Source: an optimization exercise on an open RTL-to-GDS flow (aim: small area). Production flows keep margins and buffers that such runs may drop.
In this exercise RTL edits were held to simulation tests only and were not proved equivalent to the original.
No driver is modelled on the clock port, so clock power and skew are understated where the tree is cut down; a real chip needs a root buffer or a tree.
Power figures rest on the tool's default switching activity, not on a simulated workload.

harbor:
==> flow/design.v <==
package uartBridge_pkg;
    typedef logic [22:0] memAddr_t;     
    typedef logic [15:0] memWord_t;     
    typedef struct packed {
        logic [7:0]  opcode;            
        logic        addrTop;           
        memAddr_t    addr;
        logic [15:0] pad;               
    } readFrame_s;
    typedef struct packed {
        logic [7:0]  opcode;            
        logic        addrTop;           
        memAddr_t    addr;
        memWord_t    data;              
    } writeFrame_s;
    typedef union packed {
        readFrame_s  rd;
        writeFrame_s wr;
    } cmdFrame_u;
endpackage
`timescale 1ns/1ps
module uartBridgeTop (
    input  logic sys_clk,
    input  logic arstN,
    input  logic uartRxLine,
    output logic uartTxLine,
    output logic cmdError
);
    localparam logic [7:0] CMD_CLEAR = 8'h2F;
    localparam logic [1:0] RX_IDLE  = 2'd0;
    localparam logic [1:0] RX_START = 2'd1;
    localparam logic [1:0] RX_DATA  = 2'd2;
    localparam logic [1:0] RX_STOP  = 2'd3;
    logic [1:0] syncReg;
    logic       rxSync;
    logic [1:0] rxState;
    logic [3:0] rxCnt;
    logic [2:0] rxBit;          
    logic       rxStrobe;       
    logic [7:0] rxByte;
    logic       rxRead;
    assign rxSync   = syncReg[1];
    assign rxRead   = (rxState == RX_DATA) && (rxCnt == 4'd0);
    assign rxStrobe = (rxState == RX_IDLE) && (rxCnt == 4'd0);
    always_ff @(posedge sys_clk or negedge arstN) begin
        if (!arstN) begin
            syncReg  <= 2'b11;
            rxState  <= RX_IDLE;
            rxCnt    <= 4'd9;
            rxBit    <= '0;
        end else begin
            syncReg  <= {syncReg[0], uartRxLine};
            rxCnt    <= (rxState == RX_IDLE) ? 4'd9 : rxCnt + 4'd1;
            if (rxRead)
                rxBit <= rxBit + 3'd1;
            case (rxState)
                RX_IDLE:  if (!rxSync) rxState <= RX_START;
                RX_START: if (rxCnt == 4'd0) rxState <= rxSync ? RX_IDLE : RX_DATA;
                RX_DATA:  if (rxRead && rxBit == 3'd7) rxState <= RX_STOP;
                default:  if (rxCnt == 4'd15) rxState <= RX_IDLE;
            endcase
        end
    end
    always_ff @(posedge sys_clk) begin
        if (rxRead)
            rxByte <= {rxSync, rxByte[7:1]};
    end
    logic [2:0]  byteCnt;
    logic        isW;           
    logic        isClear, isOpcode, lastByte;
    logic        rdDone;            
    logic        wrReady;           
    logic [6:0]  idx;               
    logic        wrHit;
    assign isClear  = (rxByte == CMD_CLEAR);
    assign isOpcode = (rxByte == 8'h52) || (rxByte == 8'h57);
    assign lastByte = (byteCnt == (isW ? 3'd5 : 3'd3));
    assign rdDone   = rxStrobe && !isClear && !isW && (byteCnt == 3'd3);
    always_ff @(posedge sys_clk or negedge arstN) begin
        if (!arstN) begin
            byteCnt  <= '0;
            cmdError <= 1'b0;
            isW      <= 1'b0;
        end else begin
            cmdError <= 1'b0;
            if (rxStrobe) begin
                if (isClear) begin
                    byteCnt <= '0;
                    isW     <= 1'b0;        
                end else if (byteCnt == 3'd0) begin
                    if (isOpcode) begin
                        byteCnt <= 3'd1;
                        isW     <= rxByte[0];
                    end else
                        cmdError <= 1'b1;
                end else if (lastByte) begin
                    byteCnt <= '0;
                end else begin
                    byteCnt <= byteCnt + 3'd1;
                end
            end
        end
    end
    always_ff @(posedge sys_clk) begin
        if (rxRead && rxBit == 3'd6 && byteCnt == 3'd3)
            idx <= {rxSync, rxByte[7:2]};
    end
    logic [15:0] ring [128];
    logic [6:0]  rot;
    logic        clr;           
    logic [15:0] txWord;
    always_ff @(posedge sys_clk or negedge arstN) begin
        if (!arstN) begin
            rot <= '0;
            clr <= 1'b1;
        end else begin
            rot <= rot - 7'd1;
            if (rot == 7'd1)
                clr <= 1'b0;
        end
    end
    logic e5, e6, e7;
    logic [1:0] tap4;
    assign e5   = (idx[4:0] == rot[4:0]);
    assign e6   = e5 && (idx[5] == rot[5]);
    assign e7   = e6 && (idx[6] == rot[6]);
    assign tap4 = idx[6:5] - rot[6:5];
    assign wrReady = isW && (byteCnt == 3'd0);
    assign wrHit   = wrReady && e7;
    always_ff @(posedge sys_clk) begin
        ring[0] <= clr ? 16'h0000 : ring[127];
        ring[1] <= wrHit ? txWord : ring[0];
        for (int p = 2; p < 128; p++)
            ring[p] <= ring[p-1];
    end
    always_ff @(posedge sys_clk) begin
        if (isW) begin
            if (rxStrobe && byteCnt == 3'd4)
                txWord[15:8] <= rxByte;
            if (rxStrobe && byteCnt == 3'd5)
                txWord[7:0] <= rxByte;
        end else begin
            if (e5)
                txWord[0] <= ring[{tap4, 5'd0}][0];
            if (e5 && !tap4[0])
                txWord[4:1] <= ring[{tap4[1], 6'd0}][4:1];
            if (e7)
                txWord[15:5] <= ring[0][15:5];
        end
    end
    localparam logic [1:0] TX_IDLE  = 2'd0;
    localparam logic [1:0] TX_START = 2'd1;
    localparam logic [1:0] TX_DATA  = 2'd2;
    localparam logic [1:0] TX_STOP  = 2'd3;
    logic [1:0] txState;
    logic [3:0] txCnt;
    logic [3:0] txPos;
    logic       bitEnd;
    assign bitEnd = (txCnt == 4'd15);
    always_ff @(posedge sys_clk or negedge arstN) begin
        if (!arstN) begin
            txState    <= TX_IDLE;
            txCnt      <= 4'd14;
            txPos      <= '0;
            uartTxLine <= 1'b1;
        end else begin
            txCnt <= (txState == TX_IDLE) ? 4'd14 : txCnt + 4'd1;
            case (txState)
                TX_IDLE: begin
                    if (rdDone)
                        txState <= TX_START;
                end
                TX_START: begin
                    if (bitEnd && uartTxLine)
                        uartTxLine <= 1'b0;
                    else if (bitEnd) begin
                        txState    <= TX_DATA;
                        txPos      <= txPos + 4'd1;
                        uartTxLine <= txWord[txPos];
                    end
                end
                TX_DATA: begin
                    if (bitEnd) begin
                        if (txPos[2:0] == 3'd0) begin
                            txState    <= TX_STOP;
                            uartTxLine <= 1'b1;
                        end else begin
                            txPos      <= txPos + 4'd1;
                            uartTxLine <= txWord[txPos];
                        end
                    end
                end
                default: begin
                    if (bitEnd) begin
                        if (!txPos[3])
                            txState <= TX_IDLE;
                        else begin
                            txState    <= TX_START;
                            uartTxLine <= 1'b0;
                        end
                    end
                end
            endcase
        end
    end
endmodule
clock: 10.0 ns
lec_check: 0
cap_margin: 20
core_margin: 2
core_utilization: 70
place_density: 0.85
slew_margin: 20
cts_args: -sink_clustering_enable -repair_clock_nets -sink_clustering_size 20 -sink_clustering_max_diameter 35 -buf_list sky130_fd_sc_hd__clkbuf_8 -root_buf sky130_fd_sc_hd__clkbuf_16 -tree_buf sky130_fd_sc_hd__clkbuf_8 -sink_clustering_buffer sky130_fd_sc_hd__clkbuf_8 -dont_use_dummy_load
post_cts_tcl: /design/flow/flow/merge_leaves.tcl
leaf_cap: 22
leaf_dist: 40
leaf_hp: 75
standard.sh (not shown) runs the stock make flow with config.mk's settings and CLKGATE_MAP_FILE= SYNTH_SCRIPT=/design/flow/synth_recipe.tcl, a recipe that flattens the netlist after the stock synthesis.
==> flow/flow/run.sh <==
#!/bin/bash
set -euo pipefail
CTS_SIZE=${CTS_SIZE:-28}
CTS_DIAM=${CTS_DIAM:-45}
CTS_BUF=${CTS_BUF:-sky130_fd_sc_hd__clkbuf_16}
if [[ -f flow/cts.env ]]; then source flow/cts.env; fi
cat >> config.mk <<EOC
export CTS_ARGS = -sink_clustering_enable -repair_clock_nets -sink_clustering_size $CTS_SIZE -sink_clustering_max_diameter $CTS_DIAM -buf_list $CTS_BUF ${CTS_EXTRA:-} -dont_use_dummy_load
EOC
if [[ -n "${LEAF_CAP:-}" ]]; then
cat >> config.mk <<EOC
export POST_CTS_TCL = $PWD/flow/merge_leaves.tcl
export LEAF_CAP = $LEAF_CAP
export LEAF_DIST = ${LEAF_DIST:-25}
export LEAF_HP = ${LEAF_HP:-80}
EOC
fi
bash standard.sh > flow_make.log 2>&1
==> flow/flow/cts.env <==
CTS_SIZE=20
CTS_DIAM=35
CTS_BUF=sky130_fd_sc_hd__clkbuf_8
CTS_EXTRA="-root_buf sky130_fd_sc_hd__clkbuf_16 -tree_buf sky130_fd_sc_hd__clkbuf_8 -sink_clustering_buffer sky130_fd_sc_hd__clkbuf_8"
LEAF_CAP=22
LEAF_DIST=40
LEAF_HP=75
==> flow/flow/merge_leaves.tcl <==
# Post-CTS hook: CTS's sink clustering leaves many leaf clock buffers far below their load
# limit. Move the sinks of the emptiest leaf buffers to nearby leaf buffers that have room,
# then remove the leaf buffers left without loads. Global routing's repair runs afterwards.
set mcap  [expr {[info exists ::env(LEAF_CAP)] ? $::env(LEAF_CAP) : 20}]
set mdist [expr {[info exists ::env(LEAF_DIST)] ? $::env(LEAF_DIST) : 25.0}]
set block [ord::get_db_block]
set dbu [$block getDefUnits]
set dmax [expr {int($mdist * $dbu)}]
# Largest half-perimeter of a merged leaf net's pins; longer nets slow the clock edge
set hpmax [expr {int(([info exists ::env(LEAF_HP)] ? $::env(LEAF_HP) : 80.0) * $dbu)}]

proc center {inst} {
  set bb [$inst getBBox]
  return [list [expr {([$bb xMin] + [$bb xMax]) / 2}] [expr {([$bb yMin] + [$bb yMax]) / 2}]]
}

# leaf buffer -> list of sink iterms
array set sinks {}
array set loc {}
set leaves {}
foreach inst [$block getInsts] {
  if {![string match "clkbuf_leaf_*" [$inst getName]]} { continue }
  set net [[$inst findITerm X] getNet]
  set s {}
  foreach it [$net getITerms] {
    if {[$it isOutputSignal]} { continue }
    if {[$it getInst] == $inst} { continue }
    lappend s $it
  }
  set sinks($inst) $s
  set loc($inst) [center $inst]
  lassign $loc($inst) bx by
  set box($inst) [list $bx $by $bx $by]
  foreach it $s {
    lassign [center [$it getInst]] sx sy
    lassign $box($inst) x0 y0 x1 y1
    set box($inst) [list [expr {min($x0,$sx)}] [expr {min($y0,$sy)}] [expr {max($x1,$sx)}] [expr {max($y1,$sy)}]]
  }
  lappend leaves $inst
}
puts "merge_leaves: [llength $leaves] leaf buffers before, cap $mcap, distance $mdist um"

set done {}
set removed 0
while {1} {
  # emptiest leaf not yet tried
  set best ""
  set bestn 1000000
  foreach l $leaves {
    if {[lsearch -exact $done $l] >= 0} { continue }
    set n [llength $sinks($l)]
    if {$n < $bestn} { set bestn $n; set best $l }
  }
  if {$best eq "" || $bestn >= $mcap} { break }
  lappend done $best
  # plan: every sink to the nearest other leaf with room
  array unset used
  array set used {}
  array unset nbox
  array set nbox [array get box]
  set plan {}
  set ok 1
  foreach it $sinks($best) {
    lassign [center [$it getInst]] sx sy
    set tgt ""
    set td 0
    foreach m $leaves {
      if {$m == $best} { continue }
      set room [expr {$mcap - [llength $sinks($m)] - ([info exists used($m)] ? $used($m) : 0)}]
      if {$room <= 0} { continue }
      lassign $loc($m) mx my
      set d [expr {abs($mx - $sx) + abs($my - $sy)}]
      if {$d > $dmax} { continue }
      lassign $nbox($m) x0 y0 x1 y1
      set hp [expr {max($x1,$sx) - min($x0,$sx) + max($y1,$sy) - min($y0,$sy)}]
      if {$hp > $hpmax} { continue }
      if {$tgt eq "" || $d < $td} { set tgt $m; set td $d }
    }
    if {$tgt eq ""} { set ok 0; break }
    lassign $nbox($tgt) x0 y0 x1 y1
    set nbox($tgt) [list [expr {min($x0,$sx)}] [expr {min($y0,$sy)}] [expr {max($x1,$sx)}] [expr {max($y1,$sy)}]]
    if {[info exists used($tgt)]} { incr used($tgt) } else { set used($tgt) 1 }
    lappend plan $it $tgt
  }
  if {!$ok} { continue }
  array set box [array get nbox]
  foreach {it tgt} $plan {
    set tnet [[$tgt findITerm X] getNet]
    $it disconnect
    $it connect $tnet
    lappend sinks($tgt) $it
  }
  set onet [[$best findITerm X] getNet]
  [$best findITerm A] disconnect
  [$best findITerm X] disconnect
  odb::dbInst_destroy $best
  odb::dbNet_destroy $onet
  set i [lsearch -exact $leaves $best]
  set leaves [lreplace $leaves $i $i]
  incr removed
}
puts "merge_leaves: removed $removed, [llength $leaves] leaf buffers left"
The final layout from harbor, which completed every stage, passed the timing, DRC and antenna checks at the end of the flow.
Input-level comparison between raven and harbor:
Settings: PLACE_DENSITY now 0.75, was 0.85; CORE_UTILIZATION now 60, was 70; LEAF_CAP now 21, was 22.
==> flow/flow/cts.env <==
CTS_SIZE=20
CTS_DIAM=35
CTS_BUF=sky130_fd_sc_hd__clkbuf_8
CTS_EXTRA="-root_buf sky130_fd_sc_hd__clkbuf_16 -tree_buf sky130_fd_sc_hd__clkbuf_8 -sink_clustering_buffer sky130_fd_sc_hd__clkbuf_8"
LEAF_CAP=21
LEAF_DIST=40
LEAF_HP=75
## What came out
- raven has design area above what harbor had.
- Lower via count goes to raven over harbor.
- Delta (raven minus harbor): area added between synthesis and finish shows an increase of 0.38 points; proportion of cell area occupied by multi-input gates level; layout cell share with drive strength beyond 1 essentially unchanged.
For cedar, these inputs were changed with respect to raven:
Settings: LEAF_CAP: 21 -> 36; CTS_ARGS: -sink_clustering_enable -repair_clock_nets -sink_clustering_size 20 -sink_clustering_max_diameter 35 -buf_list sky130_fd_sc_hd__clkbuf_8 -root_buf sky130_fd_sc_hd__clkbuf_16 -tree_buf sky130_fd_sc_hd__clkbuf_8 -sink_clustering_buffer sky130_fd_sc_hd__clkbuf_8 -dont_use_dummy_load -> -sink_clustering_enable -repair_clock_nets -sink_clustering_size 36 -sink_clustering_max_diameter 55 -buf_list sky130_fd_sc_hd__clkbuf_16  -dont_use_dummy_load; LEAF_HP: 75 -> 80; LEAF_DIST: 40 -> 45.
==> flow/flow/cts.env <==
CTS_SIZE=36
CTS_DIAM=55
CTS_BUF=sky130_fd_sc_hd__clkbuf_16
LEAF_CAP=36
LEAF_DIST=45
LEAF_HP=80
Notes after the runs:
- Number of inserted diodes for cedar: 1 up relative to raven
- raven → cedar: length of routed met2 wiring grew by 21%; post-placement cell count now sits at about the same level.
Inputs modified between cedar and zinc:
Settings: LEAF_HP: 80 -> 70; LEAF_DIST: 45 -> 40; LEAF_CAP: 36 -> 23; CTS_ARGS: -sink_clustering_enable -repair_clock_nets -sink_clustering_size 36 -sink_clustering_max_diameter 55 -buf_list sky130_fd_sc_hd__clkbuf_16  -dont_use_dummy_load -> -sink_clustering_enable -repair_clock_nets -sink_clustering_size 20 -sink_clustering_max_diameter 35 -buf_list sky130_fd_sc_hd__clkbuf_8 -root_buf sky130_fd_sc_hd__clkbuf_16 -tree_buf sky130_fd_sc_hd__clkbuf_8 -sink_clustering_buffer sky130_fd_sc_hd__clkbuf_8 -dont_use_dummy_load.
==> flow/flow/cts.env <==
CTS_SIZE=20
CTS_DIAM=35
CTS_BUF=sky130_fd_sc_hd__clkbuf_8
CTS_EXTRA="-root_buf sky130_fd_sc_hd__clkbuf_16 -tree_buf sky130_fd_sc_hd__clkbuf_8 -sink_clustering_buffer sky130_fd_sc_hd__clkbuf_8"
LEAF_CAP=23
LEAF_DIST=40
LEAF_HP=70
==> run notes <==
zinc vs cedar on share of total power in the clock network: zinc is the lower one. [compare] base=cedar new=zinc: worst hold slack has decreased, post-route standard cell area excluding fillers shrank by 340 µm², met3 wire length higher, worst setup slack shrank by 0.016 ns.
Input-level comparison between xenon and zinc:
Settings: LEAF_CAP changed from 23 to 22; LEAF_HP changed from 70 to 65; CTS_ARGS changed from -sink_clustering_enable -repair_clock_nets -sink_clustering_size 20 -sink_clustering_max_diameter 35 -buf_list sky130_fd_sc_hd__clkbuf_8 -root_buf sky130_fd_sc_hd__clkbuf_16 -tree_buf sky130_fd_sc_hd__clkbuf_8 -sink_clustering_buffer sky130_fd_sc_hd__clkbuf_8 -dont_use_dummy_load to -sink_clustering_enable -repair_clock_nets -sink_clustering_size 20 -sink_clustering_max_diameter 35 -buf_list sky130_fd_sc_hd__clkbuf_8 -root_buf sky130_fd_sc_hd__clkbuf_16 -tree_buf sky130_fd_sc_hd__clkbuf_16 -sink_clustering_buffer sky130_fd_sc_hd__clkbuf_8 -dont_use_dummy_load.
==> flow/flow/cts.env <==
CTS_SIZE=20
CTS_DIAM=35
CTS_BUF=sky130_fd_sc_hd__clkbuf_8
CTS_EXTRA="-root_buf sky130_fd_sc_hd__clkbuf_16 -tree_buf sky130_fd_sc_hd__clkbuf_16 -sink_clustering_buffer sky130_fd_sc_hd__clkbuf_8"
LEAF_CAP=22
LEAF_DIST=40
LEAF_HP=65
Fraction of layout cells with a size suffix above 1, zinc and xenon: lower on zinc
Compared with zinc, in xenon share of power burned in combinational logic neither gained nor lost much, stage delay of the slowest cell on the critical path level.
xenon — hold slack 0.030 ns higher, zinc as reference
xenon against zinc: core utilization +0.32 points; final clock period utilization by the worst path +0.50 points.
xenon against zinc: total routed wire length on the met1 layer increased by 1.6% relative to the old numbers, routed wire length increased by 1800 µm relative to the old numbers, maximum frequency decreased by 1.3% relative to the old numbers.
Status: clock-pin slew on the worst setup and hold paths parity (zinc, xenon)
For tundra, these inputs were changed with respect to xenon:
Settings: swapping 65 for 75 in LEAF_HP; swapping -sink_clustering_enable -repair_clock_nets -sink_clustering_size 20 -sink_clustering_max_diameter 35 -buf_list sky130_fd_sc_hd__clkbuf_8 -root_buf sky130_fd_sc_hd__clkbuf_16 -tree_buf sky130_fd_sc_hd__clkbuf_16 -sink_clustering_buffer sky130_fd_sc_hd__clkbuf_8 -dont_use_dummy_load for -sink_clustering_enable -repair_clock_nets -sink_clustering_size 22 -sink_clustering_max_diameter 38 -buf_list sky130_fd_sc_hd__clkbuf_8 -root_buf sky130_fd_sc_hd__clkbuf_16 -tree_buf sky130_fd_sc_hd__clkbuf_8 -sink_clustering_buffer sky130_fd_sc_hd__clkbuf_8 -dont_use_dummy_load in CTS_ARGS.
==> flow/flow/cts.env <==
CTS_SIZE=22
CTS_DIAM=38
CTS_BUF=sky130_fd_sc_hd__clkbuf_8
CTS_EXTRA="-root_buf sky130_fd_sc_hd__clkbuf_16 -tree_buf sky130_fd_sc_hd__clkbuf_8 -sink_clustering_buffer sky130_fd_sc_hd__clkbuf_8"
LEAF_CAP=22
LEAF_DIST=40
LEAF_HP=75
Results
- Clock buffer and inverter area fraction after layout (higher): xenon
- Going from xenon to tundra, cell area saw a decrease, multi-input gate share of the layout cell area saw little to no change, met1 layer usage reported by global route saw a decrease.

## separate check: timing with driven ports
Ports are ideal in the flow. The routed layouts listed here were re-timed in OpenROAD. Step 1 assumes that a clkbuf_16 drives the clock port and a buf_2 every other input. Step 2 also shifts input and output timing later by t, the mid clock arrival at the registers, as if the neighbouring blocks saw the same clock. a / b / c = ideal / step 1 / step 2; a / b = the first two.
run | shift t [ns] | slack for setup (ns) | worst setup path after step 2
harbor | 0.683 | 6.158 / 6.098 / 6.781 | register to output
raven | 0.691 | 6.266 / 6.207 / 6.898 | register to output
cedar | 0.677 | 6.291 / 6.231 / 6.908 | register to output
zinc | 0.692 | 6.275 / 6.216 / 6.908 | register to output
xenon | 0.726 | 6.225 / 6.162 / 6.887 | register to output
tundra | 0.682 | 6.266 / 6.206 / 6.888 | register to output
After both steps every run listed still meets setup and hold.
